Context: an optimization exercise on an open-source flow, tuned for small area, a short achievable clock period and few clock cycles. The choices shown serve that exercise and are no tape-out recipe. Only simulation tests tie the RTL to the original design; equivalence was not proved. Power is estimated from default activity; no workload was simulated.

## build 87
Design sw_aligner, start of the top module:
module sw_aligner (
    input  logic        clk,
    input  logic        rst,
    input  logic        job_req,
    input  logic [31:0] query,
    output logic        job_ack,
    input  logic        sym_req,
    input  logic [1:0]  sym_base,
    input  logic        sym_last,
    output logic        sym_ack,
    output logic        res_req,
    output logic [13:0] res_score,
    output logic [5:0]  res_row,
    output logic [10:0] res_col,
    output logic [10:0] res_end_step,
    output logic        res_xdrop_hit,
    input  logic        res_ack
);
export LEC_CHECK = 0
export ABC_AREA = 1
export CAP_MARGIN = 20
export CORE_MARGIN = 2
export CORE_UTILIZATION = 75
export CTS_BUF_LIST = sky130_fd_sc_hd__clkbuf_16
export CTS_CLUSTER_DIAMETER = 100
export CTS_CLUSTER_SIZE = 30
export PLACE_DENSITY = 0.8
export SLEW_MARGIN = 20
export TNS_END_PERCENT = 5
create_clock -name core_clock -period 13.0 [get_ports {clk}]
standard.sh (not shown) runs the stock make flow with config.mk's settings and CLKGATE_MAP_FILE= SYNTH_SCRIPT=/design/flow/synth_recipe.tcl, a recipe that flattens the netlist after the stock synthesis.
==> flow/flow/run.sh <==
#!/bin/bash
# The standard layout (the standard.sh: ORFS with the standard synthesis)
# with two changes to how the layout is made:
#  - ports get a plain buffer (buf_2) instead of the slow delay cell that
#    buffer_ports picks by default; every port still gets its own buffer
#  - timing repair aims for more slack than the clock period needs, so the
#    repair steps work on the design's worst paths
# Each tool's output goes to ORFS's own logs under orfs/logs; make's output
# goes to flow_make.log here.
set -euo pipefail
export BUFFER_PORTS_ARGS="-buffer_cell sky130_fd_sc_hd__buf_2"
export SETUP_SLACK_MARGIN="${SETUP_SLACK_MARGIN_OVERRIDE:-9.25}"
bash standard.sh > flow_make.log 2>&1
Testbench counts of build 87, summed over its fixed seeds: cycles 39,646.
Relative to build 87, the following input files were edited for build 29:
-- flow/flow/run.sh --
<<< build 87, line 12
export SETUP_SLACK_MARGIN="${SETUP_SLACK_MARGIN_OVERRIDE:-9.25}"
>>> build 29, line 12
export SETUP_SLACK_MARGIN="${SETUP_SLACK_MARGIN_OVERRIDE:-9.4}"
-- flow/config.mk --
<<< build 87, line 11
export CORE_UTILIZATION = 75
>>> build 29, line 11
export CORE_UTILIZATION = 60
<<< build 87, line 13
export CTS_CLUSTER_DIAMETER = 100
export CTS_CLUSTER_SIZE = 30
export PLACE_DENSITY = 0.8
>>> build 29, line 13
export CTS_CLUSTER_DIAMETER = 80
export CTS_CLUSTER_SIZE = 25
Findings:
Going from build 87 to build 29, logic gate share of total power shows a reduction of 2.0 points; met2 wire length lower; number of distinct library cells after synthesis essentially unchanged; share of the final layout cell area in multi-input gates shows a reduction of 0.63 points; half-perimeter wire length after detailed placement went down by 0.63%. When the final numbers for build 87 and build 29 were put side by side, the global-route usage turned out to be smaller in build 29. Compared with build 87, final instance area in build 29 increased slightly. Die: build 29 bigger than build 87. Synthesis-to-finish area growth up 1.3 points in build 29 wrt build 87.
Here is what was changed in the inputs of build 70 compared with build 29.
-- flow/flow/run.sh --
<<< build 29, line 12
export SETUP_SLACK_MARGIN="${SETUP_SLACK_MARGIN_OVERRIDE:-9.4}"
>>> build 70, line 12
export SETUP_SLACK_MARGIN="${SETUP_SLACK_MARGIN_OVERRIDE:-9.2}"
-- flow/config.mk --
<<< build 29, line 11
export CORE_UTILIZATION = 60
>>> build 70, line 11
export CORE_UTILIZATION = 70
<<< build 29, line 13
export CTS_CLUSTER_DIAMETER = 80
export CTS_CLUSTER_SIZE = 25
>>> build 70, line 13
export CTS_CLUSTER_DIAMETER = 100
export CTS_CLUSTER_SIZE = 30
export PLACE_DENSITY = 0.75
--- outcome ---
- Met1 track demand over resource | build 70 above build 29
- Between build 70 and build 29, it is build 70 whose maximum clock frequency is higher, by 2.3%.
- The latest clock arrival within the worst-skew pair was comparable across build 70 and build 29.
- Diff build 29 -> build 70: wire length of the first global-routing pass has decreased, number of placement rows fell by 8, peak supply drop increased by 0.000021 V relative to the old numbers.
- Diff build 70 and build 29: tap cell count higher in build 29
- Between build 70 and build 29, the time the final worst path needs with I/O delays and setup is higher for build 29.
#### Input delta (build 73 over build 70)
-- flow/flow/run.sh --
<<< build 70, line 12
export SETUP_SLACK_MARGIN="${SETUP_SLACK_MARGIN_OVERRIDE:-9.2}"
>>> build 73, line 12
export SETUP_SLACK_MARGIN="${SETUP_SLACK_MARGIN_OVERRIDE:-9.4}"
-- flow/config.mk --
<<< build 70, line 11
export CORE_UTILIZATION = 70
>>> build 73, line 11
export CORE_UTILIZATION = 60
<<< build 70, line 15
export PLACE_DENSITY = 0.75
>>> build 73, line 15
Findings:
As of build 73, count of standard-cell rows had risen by a little under 10% compared to build 70.
Area added between synthesis and finish: build 73 vs build 70 up 0.58 points
Compared with build 70, build 73 has less setup slack.
As far as combinational power is concerned, build 70 and build 73 perform about the same.

## what the ideal ports hide
The results above use ideal ports. As a check the final layouts listed here were re-extracted and re-timed, cells and wires unchanged.
Step 1 assumes that a clkbuf_16 drives the clock port and a buf_2 every other input.
Step 2 also shifts input and output timing later by t, the mid clock arrival at the registers, as if the neighbouring blocks saw the same clock.
a / b / c = no drivers / after step 1 / after step 2; a / b = the first two.
run | t (ns) | setup WS [ns] | slew at the worst register clock pin (ns)
build 87 | 0.718 | 9.169 / 9.106 / 8.798 | 0.12 / 0.12
build 29 | 0.667 | 9.142 / 9.073 / 9.033 | 0.10 / 0.10
build 70 | 0.650 | 9.230 / 9.164 / 9.020 | 0.12 / 0.12
build 73 | 0.652 | 9.157 / 9.091 / 8.973 | 0.11 / 0.11
After both steps every run listed still meets setup and hold. The setup slack of build 87, which loses most, moves by -0.063 ns with the drivers and by -0.371 ns with both steps.
